What follows belongs to an exercise in optimizing a design on an open flow for small area and a short achievable clock period; a production flow would make more cautious choices. No run shown here included a check of the RTL's function; only the layout flow was run. Power is estimated from default activity; no workload was simulated.

==> design/flow/design.v <==
`default_nettype none
module pkt_fifo #(
    parameter int fifo_depth = 32,
    parameter int word_w     = 33
) (
    input  wire                            clk,
    input  wire                            wr_en,
    input  wire  [$clog2(fifo_depth)-1:0]  wr_addr,
    input  wire  [word_w-1:0]              wr_word,
    input  wire  [$clog2(fifo_depth)-1:0]  rd_addr,
    output logic [word_w-1:0]              rd_word
);
    logic [word_w-1:0] mem [fifo_depth];
    always_ff @(posedge clk) begin
        if (wr_en) begin
            mem[wr_addr] <= wr_word;
        end
    end
    assign rd_word = mem[rd_addr];
endmodule
`default_nettype wire
`default_nettype none
module pkt_classifier #(
    parameter int num_prio = 4,
    parameter int data_w   = 32,
    parameter int len_w    = 8,
    parameter int fw_w     = 6
) (
    input  wire                        clk,
    input  wire                        rst,
    input  wire                        in_sop,
    input  wire                        in_eop,
    input  wire                        in_vld,
    input  wire  [data_w-1:0]          in_data,
    input  wire  [num_prio-1:0]        prio_en,
    input  wire  [num_prio*fw_w-1:0]   free_words,
    output logic [num_prio-1:0]        q_vld,
    output logic [1:0]                 q_sel,
    output logic                       drop
);
    logic [2:0]       hdr_prio;
    logic [len_w-1:0] hdr_len;
    logic keep_now;
    logic keep_cur;
    logic       in_pkt;
    logic       keep_q;
    logic [1:0] sel_q;
    assign hdr_prio = in_data[data_w-1 -: 3];
    assign hdr_len  = in_data[data_w-4 -: len_w];
    always_comb begin
        keep_now = 1'b0;
        for (int i = 0; i < num_prio; i++) begin
            if (hdr_prio == 3'(i)) begin
                keep_now = prio_en[i] && (len_w'(free_words[i*fw_w +: fw_w]) >= hdr_len);
            end
        end
    end
    assign keep_cur = in_sop ? keep_now : (in_pkt && keep_q);
    assign q_sel    = in_sop ? hdr_prio[1:0] : sel_q;
    for (genvar g = 0; g < num_prio; g++) begin : g_steer
        assign q_vld[g] = in_vld && keep_cur && (q_sel == 2'(g));
    end
    always_ff @(posedge clk) begin
        if (rst) begin
            in_pkt <= 1'b0;
            drop   <= 1'b0;
        end else begin
            drop <= in_vld && in_sop && !keep_now;
            if (in_vld) begin
                in_pkt <= in_sop ? !in_eop : (in_pkt && !in_eop);
            end
        end
    end
    always_ff @(posedge clk) begin
        if (in_vld && in_sop) begin
            keep_q <= keep_now;
            sel_q  <= hdr_prio[1:0];
        end
    end
endmodule
`default_nettype wire
`default_nettype none
module strict_sched #(
    parameter int num_prio = 4,
    parameter int word_w   = 33,
    parameter int aw       = 5
) (
    input  wire                        clk,
    input  wire                        rst,
    input  wire  [num_prio-1:0]        avail,
    input  wire  [num_prio-1:0]        avail_next,
    input  wire  [num_prio*aw-1:0]     rptr,
    output logic [1:0]                 ra_q,
    output logic [aw-1:0]              ra_i,
    input  wire  [word_w-1:0]          ra_word,
    output logic                       take,
    output logic [1:0]                 grant,
    input  wire                        out_ready,
    output logic                       out_sop,
    output logic                       out_eop,
    output logic                       out_vld,
    output logic [word_w-2:0]          out_data,
    output logic                       fwd
);
    logic       busy;
    logic       lock;
    logic       last;
    logic [1:0] hi_n;
    logic [aw-1:0] idx_n;
    assign out_vld = busy;
    assign take    = busy && out_ready;
    assign lock    = !busy && (|avail);
    assign last    = take && out_eop;
    always_comb begin
        hi_n = '0;
        for (int i = 0; i < num_prio; i++) begin
            if (avail_next[i]) begin
                hi_n = 2'(i);
            end
        end
    end
    assign idx_n = (take && (hi_n == grant)) ? ra_i : rptr[hi_n*aw +: aw];
    always_ff @(posedge clk) begin
        if (busy ? last : !lock) begin
            ra_q <= hi_n;
            ra_i <= idx_n;
        end else if (lock || take) begin
            ra_i <= ra_i + 1'b1;
        end
    end
    always_ff @(posedge clk) begin
        if (lock || take) begin
            {out_eop, out_data} <= ra_word;
        end
        if (lock) begin
            grant   <= ra_q;
            out_sop <= 1'b1;
        end else if (take) begin
            out_sop <= 1'b0;
        end
    end
    always_ff @(posedge clk) begin
        if (rst) begin
            busy <= 1'b0;
            fwd  <= 1'b0;
        end else begin
            fwd <= last;
            if (lock) begin
                busy <= 1'b1;
            end else if (last) begin
                busy <= 1'b0;
            end
        end
    end
endmodule
`default_nettype wire
`default_nettype none
module pq_regs #(
    parameter int num_prio = 4,
    parameter int data_w   = 32,
    parameter int addr_w   = 4,
    parameter int cnt_w    = 16
) (
    input  wire                 clk,
    input  wire                 rst,
    input  wire                 psel,
    input  wire                 penable,
    input  wire                 pwrite,
    input  wire  [addr_w-1:0]   paddr,
    input  wire  [data_w-1:0]   pwdata,
    output logic [data_w-1:0]   prdata,
    output logic                pready,
    output logic                pslverr,
    input  wire                 drop,
    input  wire                 fwd,
    input  wire  [num_prio-1:0] pkt_avail,
    output logic [num_prio-1:0] prio_en
);
    logic [cnt_w-1:0] drop_cnt;
    logic [cnt_w-1:0] fwd_cnt;
    logic access;
    logic wr_ctrl;
    logic wr_drop;
    logic wr_fwd;
    logic sel_ctrl, sel_status, sel_drop, sel_fwd;
    assign access = psel && penable;
    assign pready = 1'b1;
    always_ff @(posedge clk) begin
        sel_ctrl   <= (paddr == 4'h0);
        sel_status <= (paddr == 4'h4);
        sel_drop   <= (paddr == 4'h8);
        sel_fwd    <= (paddr == 4'hc);
        pslverr    <= (paddr[1:0] != 2'b00);
    end
    assign wr_ctrl = access && pwrite && (paddr == 4'h0);
    assign wr_drop = access && pwrite && (paddr == 4'h8);
    assign wr_fwd  = access && pwrite && (paddr == 4'hc);
    assign prdata[data_w-1:cnt_w] = '0;
    assign prdata[cnt_w-1:num_prio] = ({(cnt_w-num_prio){sel_drop}} & drop_cnt[cnt_w-1:num_prio]) |
                                      ({(cnt_w-num_prio){sel_fwd}}  & fwd_cnt[cnt_w-1:num_prio]);
    assign prdata[num_prio-1:0] = ({num_prio{sel_ctrl}}   & prio_en) |
                                  ({num_prio{sel_status}} & pkt_avail) |
                                  ({num_prio{sel_drop}}   & drop_cnt[num_prio-1:0]) |
                                  ({num_prio{sel_fwd}}    & fwd_cnt[num_prio-1:0]);
    always_ff @(posedge clk) begin
        if (rst) begin
            prio_en <= '1;
        end else if (wr_ctrl) begin
            prio_en <= pwdata[num_prio-1:0];
        end
    end
    always_ff @(posedge clk) begin
        if (rst) begin
            drop_cnt <= '0;
        end else if (wr_drop) begin
            drop_cnt <= cnt_w'(drop);
        end else if (drop && (drop_cnt != '1)) begin
            drop_cnt <= drop_cnt + 1'b1;
        end
    end
    always_ff @(posedge clk) begin
        if (rst) begin
            fwd_cnt <= '0;
        end else if (wr_fwd) begin
            fwd_cnt <= cnt_w'(fwd);
        end else if (fwd && (fwd_cnt != '1)) begin
            fwd_cnt <= fwd_cnt + 1'b1;
        end
    end
endmodule
`default_nettype wire
`default_nettype none
module pq_top #(
    parameter int num_prio   = 4,
    parameter int fifo_depth = 32
) (
    input  wire           clk,
    input  wire           rst,
    input  wire           in_sop,
    input  wire           in_eop,
    input  wire           in_vld,
    input  wire  [31:0]   in_data,
    output logic          out_sop,
    output logic          out_eop,
    output logic          out_vld,
    output logic [31:0]   out_data,
    input  wire           out_ready,
    input  wire           psel,
    input  wire           penable,
    input  wire           pwrite,
    input  wire  [3:0]    paddr,
    input  wire  [31:0]   pwdata,
    output logic [31:0]   prdata,
    output logic          pready,
    output logic          pslverr
);
    localparam int data_w = 32;
    localparam int word_w = data_w + 1;
    localparam int aw     = $clog2(fifo_depth);
    localparam int fw_w   = aw + 1;
    logic [num_prio-1:0]       wr;
    logic [1:0]                wr_sel;
    logic                      drop;
    logic                      fwd;
    logic [num_prio-1:0]       prio_en;
    logic [fw_w-1:0]           wptr [num_prio];
    logic [fw_w-1:0]           rptr [num_prio];
    logic [fw_w-1:0]           pkt_cnt [num_prio];
    logic [num_prio-1:0]       avail;
    logic [num_prio-1:0]       avail_next;
    logic [num_prio*fw_w-1:0]  free_words;
    logic [num_prio*aw-1:0]    rptr_flat;
    logic [num_prio-1:0]       s_we;
    logic [aw-1:0]             s_addr;
    logic [word_w-1:0]         s_word;
    logic [word_w-1:0]         q_word [num_prio];
    logic [1:0]                ra_q;
    logic [aw-1:0]             ra_i;
    logic [word_w-1:0]         ra_word;
    logic                      take;
    logic [1:0]                grant;
    pq_regs #(.num_prio(num_prio)) i_regs (
        .clk(clk), .rst(rst),
        .psel(psel), .penable(penable), .pwrite(pwrite),
        .paddr(paddr), .pwdata(pwdata),
        .prdata(prdata), .pready(pready), .pslverr(pslverr),
        .drop(drop), .fwd(fwd), .pkt_avail(avail), .prio_en(prio_en)
    );
    pkt_classifier #(.num_prio(num_prio), .fw_w(fw_w)) i_cls (
        .clk(clk), .rst(rst),
        .in_sop(in_sop), .in_eop(in_eop), .in_vld(in_vld), .in_data(in_data),
        .prio_en(prio_en), .free_words(free_words),
        .q_vld(wr), .q_sel(wr_sel), .drop(drop)
    );
    always_ff @(posedge clk) begin
        if (rst) begin
            s_we <= '0;
        end else begin
            s_we <= wr;
        end
        s_addr <= wptr[wr_sel][aw-1:0];
        s_word <= {in_eop, in_data};
    end
    for (genvar g = 0; g < num_prio; g++) begin : g_q
        logic inc;
        logic dec;
        pkt_fifo #(.fifo_depth(fifo_depth), .word_w(word_w)) i_fifo (
            .clk(clk),
            .wr_en(s_we[g]), .wr_addr(s_addr), .wr_word(s_word),
            .rd_addr(ra_i), .rd_word(q_word[g])
        );
        assign free_words[g*fw_w +: fw_w] = fw_w'(fifo_depth) - (wptr[g] - rptr[g]);
        assign rptr_flat[g*aw +: aw]      = rptr[g][aw-1:0];
        assign inc = wr[g] && in_eop;
        assign dec = take && (grant == 2'(g)) && out_eop;
        assign avail_next[g] = inc || (pkt_cnt[g] > fw_w'(1)) ||
                               ((pkt_cnt[g] == fw_w'(1)) && !dec);
        always_ff @(posedge clk) begin
            if (rst) begin
                wptr[g]    <= '0;
                rptr[g]    <= '0;
                pkt_cnt[g] <= '0;
                avail[g]   <= 1'b0;
            end else begin
                if (wr[g]) begin
                    wptr[g] <= wptr[g] + 1'b1;
                end
                if (take && (grant == 2'(g))) begin
                    rptr[g] <= rptr[g] + 1'b1;
                end
                if (inc && !dec) begin
                    pkt_cnt[g] <= pkt_cnt[g] + 1'b1;
                end else if (dec && !inc) begin
                    pkt_cnt[g] <= pkt_cnt[g] - 1'b1;
                end
                avail[g] <= avail_next[g];
            end
        end
    end
    assign ra_word = (s_we[ra_q] && (s_addr == ra_i)) ? s_word : q_word[ra_q];
    strict_sched #(.num_prio(num_prio), .word_w(word_w), .aw(aw)) i_sched (
        .clk(clk), .rst(rst),
        .avail(avail), .avail_next(avail_next), .rptr(rptr_flat),
        .ra_q(ra_q), .ra_i(ra_i), .ra_word(ra_word),
        .take(take), .grant(grant), .out_ready(out_ready),
        .out_sop(out_sop), .out_eop(out_eop), .out_vld(out_vld),
        .out_data(out_data), .fwd(fwd)
    );
endmodule
`default_nettype wire
==> design/flow/run.sh <==
#!/bin/bash
# synth_recipe.tcl (not shown) runs the flow's synth.tcl, then flattens the netlist and writes it again
# the make line also repeats each setting of config.mk as NAME=value (left out here)
make -C /OpenROAD-flow-scripts/flow DESIGN_CONFIG=/design/flow/config.mk WORK_HOME=/design/flow/orfs CLKGATE_MAP_FILE= SYNTH_SCRIPT=/design/flow/synth_recipe.tcl finish
==> design/flow/config.mk <==
export PLATFORM = sky130hd
export DESIGN_NAME = pq_top
export DESIGN_NICKNAME = pq_top
export VERILOG_FILES = /design/flow/design.v
export SDC_FILE = /design/flow/constraint.sdc
export NUM_CORES = 4
export LEC_CHECK = 0
export CAP_MARGIN = 20
export CORE_MARGIN = 2
export CORE_UTILIZATION = 40
export SLEW_MARGIN = 20
==> design/flow/constraint.sdc <==
create_clock -name core_clock -period 8.0 [get_ports {clk}]
set_input_delay 1.6000 -clock core_clock [delete_from_list [all_inputs] [get_ports {clk}]]
set_output_delay 1.6000 -clock core_clock [all_outputs]
set_load 0.01 [all_outputs]
==> results of run 1 <==
-- report_power, final --
part	internal (mW)	switching (mW)	total, mW
logic	7.22	8.26	15.5
registers	25.8	0.530	26.3
clock network	11.3	8.54	19.8
-- worst paths after layout --
kind | startpoint | to | slack, ps | cells past startpoint
worst max-delay path | wptr[0][1] | pkt_cnt[0][5] | 2600 | 23
worst min-delay path | i_sched.out_sop | i_sched.out_sop | 480 | 2
worst max register to register | wptr[0][1] | pkt_cnt[0][5] | 2600 | 23
worst min register to register | i_sched.out_sop | i_sched.out_sop | 480 | 2
-- final cells by class --
type	count	area (sq um)
Tap cell	5687	7120
Fill cell	35000	233000
Timing Repair Buffer	335	3050
Multi-Input combinational cell	2406	38200
Antenna cell	13	32.5
Clock inverter	252	2180
Clock buffer	543	11500
Sequential cell	4438	132000
Inverter	62	233
-- tightest hold or removal path, stage by stage (launching register included) --
cell and delay [ps]:
dfxtp_1 320, inv_1 50, o21ai_0 60
-- metal layers --
layer	track usage	part of all wire	vias to the layer above
met3	0.0352	0.078	530
li1	-	-	31800
met1	0.269	0.41	43400
met4	0.0486	0.026	6
met5	0	0.000091	-
met2	0.319	0.49	3073
-- flip-flops by register name, summed over array words and instances, names as in the netlist, 16 cells and up, named ones only --
register / count
pkt_cnt: 24
i_sched.out_data: 32
i_regs.drop_cnt: 16
wptr: 24
s_word: 33
g_q.i_fifo.mem: 4224
rptr: 24
i_regs.fwd_cnt: 16
-- kinds of logic after synthesis --
family,after synthesis,share of synthesized area
flip-flops,4438,0.768
adder cells (fa/ha/maj),91,0.00682
other,2,0.0000438
AO/OA/AOI/OAI,200,0.00755
AND/OR/NAND/NOR,548,0.0162
multiplexers,1438,0.185
buffers and inverters,450,0.0109
XOR/XNOR,112,0.00572
-- stage by stage --
stage,hold slack (ps),area (sq um)
floorplan,424,171000
global placement,463,180000
detailed placement,470,180000
CTS,482,194000
global route,515,194000
finish,475,194000
-- synthesized netlist by cell type, types with 4 or more instances --
library cell  count
dfxtp_1         169
buf_1            33
and3_1           19
a22oi_1           8
nor2_1          164
nor3_1           14
clkbuf_1        245
mux4_2         1381
o21ai_0          63
a31oi_1          12
a22o_1           12
o2111ai_1         5
a21o_1            9
a21oi_1          44
xor2_1           52
xnor2_1          60
and2_1          136
or4_1             9
mux2_2            7
nand4_1          22
nand2_1          91
nand3_1          41
inv_1            62
a211oi_1         22
nand3b_1          4
fa_1              4
nand2b_1          8
ha_1             87
mux2i_1          49
edfxtp_1       4269
a211o_1           5
buf_2            92
nor4_1            4
or3_1            10
o21a_1            6
buf_4            18
nor2b_1          10
==> results.sh, run 1 <==
export IMPL_timing_slew_headroom=0.228
export IMPL_power_total_mw=61.6
export IMPL_cts_sinks=4438
export IMPL_placementRows=240
export IMPL_critPathMaxFanout=12
export IMPL_instances_no_fill=13700
export IMPL_wl_per_cell_um=31.1
export IMPL_mostFrequentLayoutCells="edfxtp_1, mux4_2, clkbuf_16, buf_4, nor2_1"
export IMPL_synth_edff_count=4269
export IMPL_syn_inst=7279
export IMPL_fin_util=0.454
export IMPL_grt_pass1_wl_um=602000
export IMPL_worstPathArrival_ps=6230
export IMPL_syn_area_sq_um=171000
export IMPL_ys_seq_area_frac=0.768
export IMPL_synth_main_ff_cell="edfxtp_1"
export IMPL_synth_top_area_frac=0.748
export IMPL_drv_cap=0
export IMPL_worstHoldPathType="reg2reg"
export IMPL_drt_iter0_drc=8900
export IMPL_clock_latency_ps=970
export IMPL_dp_hpwl_um=233000
export IMPL_critical_path_max_stage_delay_ps=460
export IMPL_core_sq_um=427000
export IMPL_cp_end_kind="flop"
export IMPL_skew_ps=46.3
export IMPL_io_pins=146
export IMPL_dr_pass1_iters=6
export IMPL_criticalPathCategory="reg2reg"
export IMPL_start_kind="flop"
export IMPL_synth_avg_cell_area_sq_um=23.5
export IMPL_finalMaxSlewViolations=0
export IMPL_drive_above_1_share=0.300
export IMPL_required_ps=8820
export IMPL_nets=7842
export IMPL_ant_nets=0
export IMPL_period_minus_slack_ps=5400
export IMPL_crit_top_cell="ha_1"
export IMPL_dp_slack_ps=2110
export IMPL_synthArstFlopShare=0
export IMPL_cts_resized_gates=0
export IMPL_h_tree_depth=5
export IMPL_yosysTopAreaCell="edfxtp_1"
export IMPL_ctsHoldBuffers=0
export IMPL_io_buffers=100
export IMPL_irDropWorstVdd_mv=0.283
export IMPL_grt_max_degree=134
export IMPL_tns_ps=0
export IMPL_hold_viol_final=0
export IMPL_die_area_sq_um=434000
export IMPL_synthTopCellsByArea="edfxtp_1, mux4_2, dfxtp_1, ha_1, clkbuf_1"
export IMPL_layout_worst_path_cycle_share=0.675
export IMPL_slowest_stage="fa_1"
export IMPL_grt_pass1_vias=80800
export IMPL_antenna_found_initial=39
export IMPL_finalSetupViolations=0
export IMPL_routed_via_density=5.73
export IMPL_synth_cell_types=60
export IMPL_totalWireLength_um=427000
export IMPL_numCtsBuffers=431
export IMPL_yosysWarnings=12
export IMPL_cp_cell_sequence="inv_1 > ha_1 > ha_1 > fa_1 > a21o_1 > a21oi_1 > xnor2_1 > ha_1 > a211oi_1 > a31oi_1 > o22a_1 > a211oi_2 > buf_4 > nor2_1 > and2_1 > nand2_1 > inv_1 > ha_1 > or4_1 > a21oi_1 > o21ai_0 > xor2_1 > nor2_1"
export IMPL_status="timing/DRC/antenna clean"
export IMPL_root_buffer="clkbuf_16"
export IMPL_clock_fmax_mhz=185
export IMPL_initial_utilization=0.401
export IMPL_cp_top_family="compound AO/OA/AOI/OAI gates"
export IMPL_final_common_cell="edfxtp_1"
export IMPL_finalWorstSetupSlack_ps=2600
export IMPL_rsz0062_at_grt="false"
export IMPL_synth_seq_cells=4438
export IMPL_die_width_um=659
export IMPL_drc=0
export IMPL_track_usage=0.194
export IMPL_grt_overflow=0
export IMPL_post_cts_buffers=0
export IMPL_placed_cells=12900
export IMPL_power_density_nw_per_um2=318
export IMPL_worst_pin_slew_ps=1150
export IMPL_cts_tree="yes"
export IMPL_dr_total_vias=78800
export IMPL_cellLeakagePower_nw=59.3
export IMPL_gp_congestion=0.810
export IMPL_clk_pin_slew_ps=60
export IMPL_die_h_um=659
export IMPL_area_growth_pct=13.2
export IMPL_cp_num_buf_inv=3
export IMPL_cts_buffer_depth=4
==> run 2, diff against run 1 <==
--- a/design/flow/design.v
+++ b/design/flow/design.v
@@ -18,3 +18,8 @@
     end
-    assign rd_word = mem[rd_addr];
+    always_comb begin
+        rd_word = '0;
+        for (int i = 0; i < fifo_depth; i++) begin
+            rd_word = rd_word | ({word_w{rd_addr == i}} & mem[i]);
+        end
+    end
 endmodule
@@ -121,3 +126,7 @@
     end
-    assign idx_n = (take && (hi_n == grant)) ? ra_i : rptr[hi_n*aw +: aw];
+    logic [aw-1:0] head_n [num_prio];
+    for (genvar g = 0; g < num_prio; g++) begin : g_head
+        assign head_n[g] = (busy && (grant == 2'(g))) ? ra_i : rptr[g*aw +: aw];
+    end
+    assign idx_n = head_n[hi_n];
     always_ff @(posedge clk) begin
@@ -268,2 +277,3 @@
     logic [fw_w-1:0]           pkt_cnt [num_prio];
+    logic [fw_w-1:0]           free [num_prio];
     logic [num_prio-1:0]       avail;
@@ -311,3 +321,5 @@
         );
-        assign free_words[g*fw_w +: fw_w] = fw_w'(fifo_depth) - (wptr[g] - rptr[g]);
+        logic rd;
+        assign rd = take && (grant == 2'(g));
+        assign free_words[g*fw_w +: fw_w] = free[g];
         assign rptr_flat[g*aw +: aw]      = rptr[g][aw-1:0];
@@ -322,2 +334,3 @@
                 pkt_cnt[g] <= '0;
+                free[g]    <= fw_w'(fifo_depth);
                 avail[g]   <= 1'b0;
@@ -327,5 +340,10 @@
                 end
-                if (take && (grant == 2'(g))) begin
+                if (rd) begin
                     rptr[g] <= rptr[g] + 1'b1;
                 end
+                if (wr[g] && !rd) begin
+                    free[g] <= free[g] - 1'b1;
+                end else if (rd && !wr[g]) begin
+                    free[g] <= free[g] + 1'b1;
+                end
                 if (inc && !dec) begin
@@ -339,3 +357,11 @@
     end
-    assign ra_word = (s_we[ra_q] && (s_addr == ra_i)) ? s_word : q_word[ra_q];
+    always_comb begin
+        ra_word = '0;
+        for (int g = 0; g < num_prio; g++) begin
+            ra_word = ra_word | ({word_w{ra_q == 2'(g)}} & q_word[g]);
+        end
+        if (s_we[ra_q] && (s_addr == ra_i)) begin
+            ra_word = s_word;
+        end
+    end
     strict_sched #(.num_prio(num_prio), .word_w(word_w), .aw(aw)) i_sched (
==> run 2 against run 1 <==
Cell count rose by 9.8%. Combinational power fell by 46%. Design area fell by 4.2%. First-iteration DRC count rose by 120%. Wire length rose by 40%. Synthesized area fell by 5.3%. Critical endpoint is now i_sched.out_data[16]. Clock skew rose by 1.4 ps. Sequential power barely moved. Still clean on timing, DRC and antenna. Hold slack got worse by 6.1 ps. Worst setup slack got worse by 460 ps. Clock-buffer cell count fell by 3. Via count rose by 27%.
==> results.sh, run 2 <==
export IMPL_synth_top_cells_by_count="edfxtp_1, a22oi_1, a221oi_1, a22o_1, nand4_1"
export IMPL_die_area_sq_um=411000
export IMPL_period_minus_slack_ps=5860
export IMPL_ant_nets=0
export IMPL_synth_main_ff_cell="edfxtp_1"
export IMPL_die_h_um=641
export IMPL_clock_latency_ps=1020
export IMPL_initial_utilization=0.402
export IMPL_hold_start="i_cls.in_pkt"
export IMPL_irDropWorstVdd_mv=0.201
export IMPL_io_buffers=100
export IMPL_worstHoldPathType="reg2reg"
export IMPL_criticalPathCategory="reg2reg"
export IMPL_mostFrequentLayoutCells="edfxtp_1, a22oi_1, clkbuf_16, a221oi_1, a22o_1"
export IMPL_h_tree_depth=5
export IMPL_grt_pass1_vias=93700
export IMPL_clk_pin_slew_ps=60
export IMPL_worstPathArrival_ps=6540
export IMPL_grt_max_degree=106
export IMPL_top_register="g_q.i_fifo.mem"
export IMPL_timing_slew_headroom=0.156
export IMPL_io_pins=146
export IMPL_crit_path_start="i_sched.ra_i[4]"
export IMPL_synthTopCellsByArea="edfxtp_1, a22oi_1, dfxtp_1, a221oi_1, a22o_1"
export IMPL_area_growth_pct=14.5
export IMPL_yosysTopAreaCell="edfxtp_1"
export IMPL_finalMaxSlewViolations=0
export IMPL_post_cts_buffers=0
export IMPL_cts_sinks=4449
export IMPL_core_sq_um=403000
export IMPL_start_kind="flop"
export IMPL_skew_ps=47.7
export IMPL_final_common_cell="edfxtp_1"
export IMPL_placementRows=233
export IMPL_layout_worst_path_cycle_share=0.733
export IMPL_syn_inst=8944
export IMPL_antenna_found_initial=42
export IMPL_syn_area_sq_um=162000
export IMPL_synth_avg_cell_area_sq_um=18.1
export IMPL_synth_seq_cells=4449
export IMPL_yosysWarnings=15
export IMPL_whs_ps=469
export IMPL_power_total_mw=55.0
export IMPL_gp_congestion=0.886
export IMPL_wl_per_cell_um=39.5
export IMPL_worst_pin_slew_ps=1270
export IMPL_largest_reg_flops=4224
export IMPL_status="timing/DRC/antenna clean"
export IMPL_grt_pass1_wl_um=797000
export IMPL_critPathMaxFanout=53
export IMPL_reg2reg_setup_slack_ps=2140
export IMPL_track_usage=0.282
export IMPL_r2r_start="i_sched.ra_i[4]"
export IMPL_grt_overflow=0
export IMPL_drt_iter0_drc=19600
export IMPL_ys_seq_area_frac=0.812
export IMPL_dp_hpwl_um=300000
export IMPL_root_buffer="clkbuf_16"
export IMPL_routed_via_density=6.64
export IMPL_nets=9470
export IMPL_drc=0
export IMPL_synth_top_area_frac=0.790
export IMPL_numCtsBuffers=439
export IMPL_synthArstFlopShare=0
export IMPL_cts_buffer_depth=4
export IMPL_fin_util=0.461
export IMPL_drive_above_1_share=0.128
export IMPL_synth_cell_types=80
export IMPL_tns_ps=0
export IMPL_cts_resized_gates=0
export IMPL_cts_tree="yes"
export IMPL_synth_edff_count=4269
export IMPL_required_ps=8680
export IMPL_cp_end_kind="flop"
export IMPL_power_density_nw_per_um2=296
export IMPL_clock_fmax_mhz=171
export IMPL_totalWireLength_um=595000
export IMPL_finalSetupViolations=0
export IMPL_dr_pass1_iters=10
export IMPL_hold_viol_final=0
export IMPL_yosys_cell_count_top_type="edfxtp_1"
export IMPL_dr_total_vias=100000
export IMPL_drv_cap=0
export IMPL_rsz0062_at_grt="false"
export IMPL_die_width_um=641
export IMPL_ctsHoldBuffers=0
export IMPL_cellLeakagePower_nw=58.0
run 2: final cells by class:
| cell class | count | area (sq um) |
|---|---|---|
| fillers | 33500 | 217000 |
| flip-flops and latches | 4449 | 132000 |
| multi-input cells | 3885 | 28300 |
| clock buffers | 540 | 11500 |
| well taps | 5405 | 6760 |
| repair buffers | 483 | 4540 |
| clock inverters | 256 | 2610 |
| inverters | 55 | 206 |
| diodes | 15 | 37.5 |
run 2: logic make-up (layout without fill, tap and decap cells):
| family | count (synthesis) | count (layout) | synth area share |
|---|---|---|---|
| AO/OA/AOI/OAI | 2278 | 2278 | 0.112 |
| XOR/XNOR | 100 | 100 | 0.00540 |
| adder cells (fa/ha/maj) | 80 | 80 | 0.00635 |
| buffers and inverters | 625 | 1334 | 0.0167 |
| flip-flops | 4449 | 4449 | 0.812 |
| multiplexers | 41 | 41 | 0.00270 |
| other | 2 | 32 | 0.0000463 |
| AND/OR/NAND/NOR | 1369 | 1369 | 0.0445 |
run 2: path summary, 6_finish.rpt:
| kind | end | cells after the start |
|---|---|---|
| min reg2reg | i_cls.in_pkt | 1 |
| min | i_cls.in_pkt | 1 |
| max reg2reg | i_sched.out_data[16] | 10 |
| max | i_sched.out_data[16] | 10 |
run 2: power breakdown:
group | switching (mW) | internal (mW) | total (mW)
Combinational | 6.08 | 2.30 | 8.38
Clock | 8.86 | 11.6 | 20.5
Sequential | 0.342 | 25.8 | 26.1
Total | 15.3 | 39.7 | 55.0
run 2: per-stage QoR:
stage                     instances  area (sq um)  worst slack, ps
final                         15100        186000             2140
after global routing          15100        186000             2130
after CTS                     15100        186000             2400
after detailed placement      14300        172000             1410
after global placement        14300        172000             1330
after floorplan                8959        162000             2700
run 2: worst max-delay path: stages (launching register included):
cell and delay (ps):
edfxtp_1 320, buf_4 470, inv_1 460, ha_4 530, buf_12 370, a222oi_1 340, nand2_1 100, a2111oi_1 970
a21oi_1 540, a21oi_1 910, a31oi_1 290
run 2: metal layers:
metal	global-route usage	up-vias	part of all wire
met5	0	-	0.00044
met4	0.119	24	0.052
met3	0.0773	1592	0.15
met2	0.436	8596	0.45
met1	0.376	51700	0.35
li1	-	38200	-
==> run 3, diff against run 2 <==
--- a/design/flow/config.mk
+++ b/design/flow/config.mk
@@ -7,2 +7,3 @@
 export LEC_CHECK = 0
+export ABC_CLOCK_PERIOD_IN_PS = 3000
 export CAP_MARGIN = 20
@@ -10,2 +11,3 @@
 export CORE_UTILIZATION = 40
+export SETUP_SLACK_MARGIN = 4.8
 export SLEW_MARGIN = 20
==> run 3 against run 2 <==
Still clean. Clock skew is 10 ps higher. Worst setup slack improved by 1800 ps. Maximum frequency increased by 44%. Clock-buffer cell count grew 4. Design area increased by 6.1%. Die area stayed put. First-iteration DRC count rose by 15%. Via count rose by 7.1%. Sequential power barely moved. Register-to-register slack improved by 1800 ps. Global-route usage increased by 3.9 points. Sequential share of layout area decreased by 4.1 points. Largest cell class unchanged.
==> results.sh, run 3 <==
export IMPL_status="timing/DRC/antenna clean"
export IMPL_drv_cap=0
export IMPL_cts_tree="yes"
export IMPL_cp_num_buf_inv=4
export IMPL_slowest_stage="nor4_4"
export IMPL_cellLeakagePower_nw=62.6
export IMPL_gp_congestion=0.903
export IMPL_clk_pin_slew_ps=60
export IMPL_antenna_found_initial=59
export IMPL_synth_top_area_frac=0.790
export IMPL_synth_edff_count=4269
export IMPL_largest_reg_flops=4224
export IMPL_grt_pass1_wl_um=886000
export IMPL_r2r_cells=12
export IMPL_drc=0
export IMPL_cp_top_family="simple AND/OR/NAND/NOR gates"
export IMPL_irDropWorstVdd_mv=0.205
export IMPL_synth_cell_types=80
export IMPL_cp_cell_sequence="buf_12 > bufbuf_16 > and4b_4 > buf_6 > buf_4 > a22o_1 > a221oi_2 > nand3_2 > nor4_4 > a21oi_4 > nor4_4 > a21oi_4"
export IMPL_grt_pass1_vias=98300
export IMPL_placementRows=233
export IMPL_worstPathArrival_ps=4820
export IMPL_initial_utilization=0.402
export IMPL_required_ps=8750
export IMPL_yosysWarnings=15
export IMPL_min_to="i_cls.in_pkt"
export IMPL_critical_path_max_stage_delay_ps=820
export IMPL_tns_ps=0
export IMPL_root_buffer="clkbuf_16"
export IMPL_layout_worst_path_cycle_share=0.509
export IMPL_cp_end_kind="flop"
export IMPL_die_area_sq_um=411000
export IMPL_r2r_start="i_sched.ra_i[4]"
export IMPL_hold_start="i_cls.in_pkt"
export IMPL_fin_util=0.489
export IMPL_critPathMaxFanout=15
export IMPL_start_kind="flop"
export IMPL_die_width_um=641
export IMPL_mostFrequentLayoutCells="edfxtp_1, a22oi_1, buf_4, clkbuf_16, a22o_1"
export IMPL_area_growth_pct=21.5
export IMPL_power_density_nw_per_um2=297
export IMPL_synth_avg_cell_area_sq_um=18.1
export IMPL_clock_latency_ps=1070
export IMPL_reg2reg_setup_slack_ps=3930
export IMPL_hold_viol_final=0
export IMPL_skew_ps=57.8
export IMPL_numCtsBuffers=437
export IMPL_grt_max_degree=111
export IMPL_totalWireLength_um=679000
export IMPL_dr_pass1_iters=11
export IMPL_dp_hpwl_um=295000
export IMPL_synthTopCellsByArea="edfxtp_1, a22oi_1, dfxtp_1, a221oi_1, a22o_1"
export IMPL_ant_nets=0
export IMPL_worst_pin_slew_ps=1280
export IMPL_yosysTopAreaCell="edfxtp_1"
export IMPL_io_buffers=100
export IMPL_rsz0062_at_grt="true"
export IMPL_drive_above_1_share=0.223
export IMPL_nets=9947
export IMPL_io_pins=146
export IMPL_synth_top_cells_by_count="edfxtp_1, a22oi_1, a221oi_1, a22o_1, nand4_1"
export IMPL_holdPathStages=1
export IMPL_synthArstFlopShare=0
export IMPL_wl_per_cell_um=43.5
export IMPL_timing_rr_end="i_sched.out_data[30]"
export IMPL_h_tree_depth=5
export IMPL_routed_via_density=6.88
export IMPL_core_sq_um=403000
export IMPL_syn_area_sq_um=162000
export IMPL_synth_seq_cells=4449
export IMPL_syn_inst=8944
export IMPL_die_h_um=641
export IMPL_cts_sinks=4449
export IMPL_timing_slew_headroom=0.135
export IMPL_finalSetupViolations=0
export IMPL_final_common_cell="edfxtp_1"
export IMPL_finalMaxSlewViolations=0
export IMPL_period_minus_slack_ps=4070
export IMPL_ctsHoldBuffers=0
export IMPL_ys_seq_area_frac=0.812
export IMPL_cts_buffer_depth=4
export IMPL_drt_iter0_drc=22500
export IMPL_clock_fmax_mhz=246
export IMPL_track_usage=0.322
export IMPL_top_register="g_q.i_fifo.mem"
export IMPL_yosys_cell_count_top_type="edfxtp_1"
export IMPL_criticalPathCategory="reg2reg"
export IMPL_synth_main_ff_cell="edfxtp_1"
export IMPL_dr_total_vias=107000
export IMPL_worstHoldPathType="reg2reg"
export IMPL_grt_overflow=0
==> run 3: cell types whose count changed in the layout (fill, tap and decap cells not counted), moves of 42 or more <==
| cell | previous run | this run |
|---|---|---|
| a21oi_1 | 155 | 72 |
| a21oi_2 | 5 | 57 |
| a221oi_1 | 374 | 268 |
| a221oi_2 | 0 | 98 |
| buf_12 | 47 | 125 |
| buf_16 | 3 | 74 |
| buf_2 | 0 | 49 |
| buf_4 | 329 | 485 |
| buf_6 | 4 | 117 |
| bufbuf_16 | 0 | 42 |
| clkdlybuf4s50_1 | 99 | 35 |
| nor4_1 | 54 | 10 |
==> run 3: cell families (layout without fill, tap and decap cells) <==
kind of cell | count (synthesis) | count (layout) | share of synthesized area
buf+inv | 625 | 1807 | 0.0167
other cells | 2 | 55 | 0.0000463
xor+xnor | 100 | 100 | 0.00540
simple gates | 1369 | 1375 | 0.0445
flops | 4449 | 4449 | 0.812
compound gates | 2278 | 2278 | 0.112
mux | 41 | 41 | 0.00270
fa+ha+maj | 80 | 80 | 0.00635
==> run 3: report_power, final <==
| group | switching, mW | leakage [nW] | internal [mW] |
|---|---|---|---|
| Clock | 8.85 | 6.74 | 11.4 |
| Sequential | 0.302 | 39.9 | 25.8 |
| Combinational | 8.25 | 16.0 | 4.03 |
==> run 3: worst register-to-register path, cell delays in order, from the launching register on <==
cell	delay, ps
edfxtp_1	430
buf_12	180
bufbuf_16	330
and4b_4	270
buf_6	180
buf_4	240
a22o_1	270
a221oi_2	190
nand3_2	120
nor4_4	820
a21oi_4	270
nor4_4	330
a21oi_4	170
==> run 3: how the worst max path moves through the flow <==
| stage | end | cells after the start | from | slack (ps) |
|---|---|---|---|---|
| 2_1_floorplan | free[0][5] | 18 | in_data[23] | 3020 |
| 3_3_place_gp | free[0][5] | 17 | in_data[21] | 1690 |
| 3_5_place_dp | free[0][5] | 16 | in_data[21] | 1700 |
| 4_1_cts | free[1][5] | 21 | in_data[23] | 3940 |
| 5_1_grt | free[1][5] | 21 | in_data[23] | 3750 |
| 6_report | i_sched.out_data[30] | 12 | i_sched.ra_i[4] | 3930 |
==> run 3: per-stage QoR <==
step	hold slack, ps	instances	worst slack [ps]	cell area (sq um)	total power [mW]
global placement	448	14200	1690	172000	34.7
finish	482	15600	3930	197000	58.6
global route	516	15600	3750	197000	59.2
CTS	488	15500	3940	195000	57.3
floorplan	424	8959	3020	163000	30.1
detailed placement	474	14200	1700	172000	34.8
==> run 3: per-layer routing <==
layer	wire length, um	GRT usage	share of wire	vias to the layer above
met2	286000	0.465	0.42	10800
li1	-	-	-	39300
met4	52700	0.202	0.078	36
met1	220000	0.400	0.32	54600
met3	119000	0.132	0.18	2465
met5	456	0	0.00067	-
==> run 3: what timing repair did <==
item                       in CTS  in global routing
hold endpoints to repair        0                  0
setup endpoints to repair     173                181
resized for setup            1072                224
gates cloned                   83                  4
pin swaps                     320                232
buffers inserted              348                 82
==> run 3: final cells by class <==
class / instances / area, sq um
clock buffers: 544 / 11600
inverters: 55 / 256
well taps: 5405 / 6760
multi-input cells: 3891 / 32400
fillers: 32400 / 206000
clock inverters: 252 / 2240
repair buffers: 956 / 11900
flip-flops and latches: 4449 / 132000
diodes: 38 / 95.1

## separate check: timing with driven ports
The flow's constraints put no driver on any port. The routed layouts listed below were extracted and timed again, unchanged, in two steps. Step 1 assumes that a clkbuf_16 drives the clock port and a buf_2 every other input. Step 2 moves the port delays by t, midway between the first and last clock arrival at a register: inputs arrive t later, outputs are due t later. That takes back most of the time a late clock gives input paths. Slacks: no drivers / after step 1 / after step 2; pairs: no drivers / after step 1.
run	t, ns	setup slack, ns	worst hold slack (ns)	latest minus earliest clock arrival (ns)	cell pins on the clock port's net
run 1	1.057	2.597 / 2.597 / 2.086	0.475 / 0.475 / 0.475	0.053 / 0.054	1
run 2	1.125	2.139 / 2.139 / 1.406	0.469 / 0.469 / 0.469	0.061 / 0.061	1
run 3	1.142	3.930 / 3.930 / 2.830	0.482 / 0.482 / 0.482	0.062 / 0.062	1
After both steps setup and hold are still met in every run listed. For run 3, which loses most, drivers alone change the setup slack by 0.000 ns; drivers and shift together by -1.100 ns.
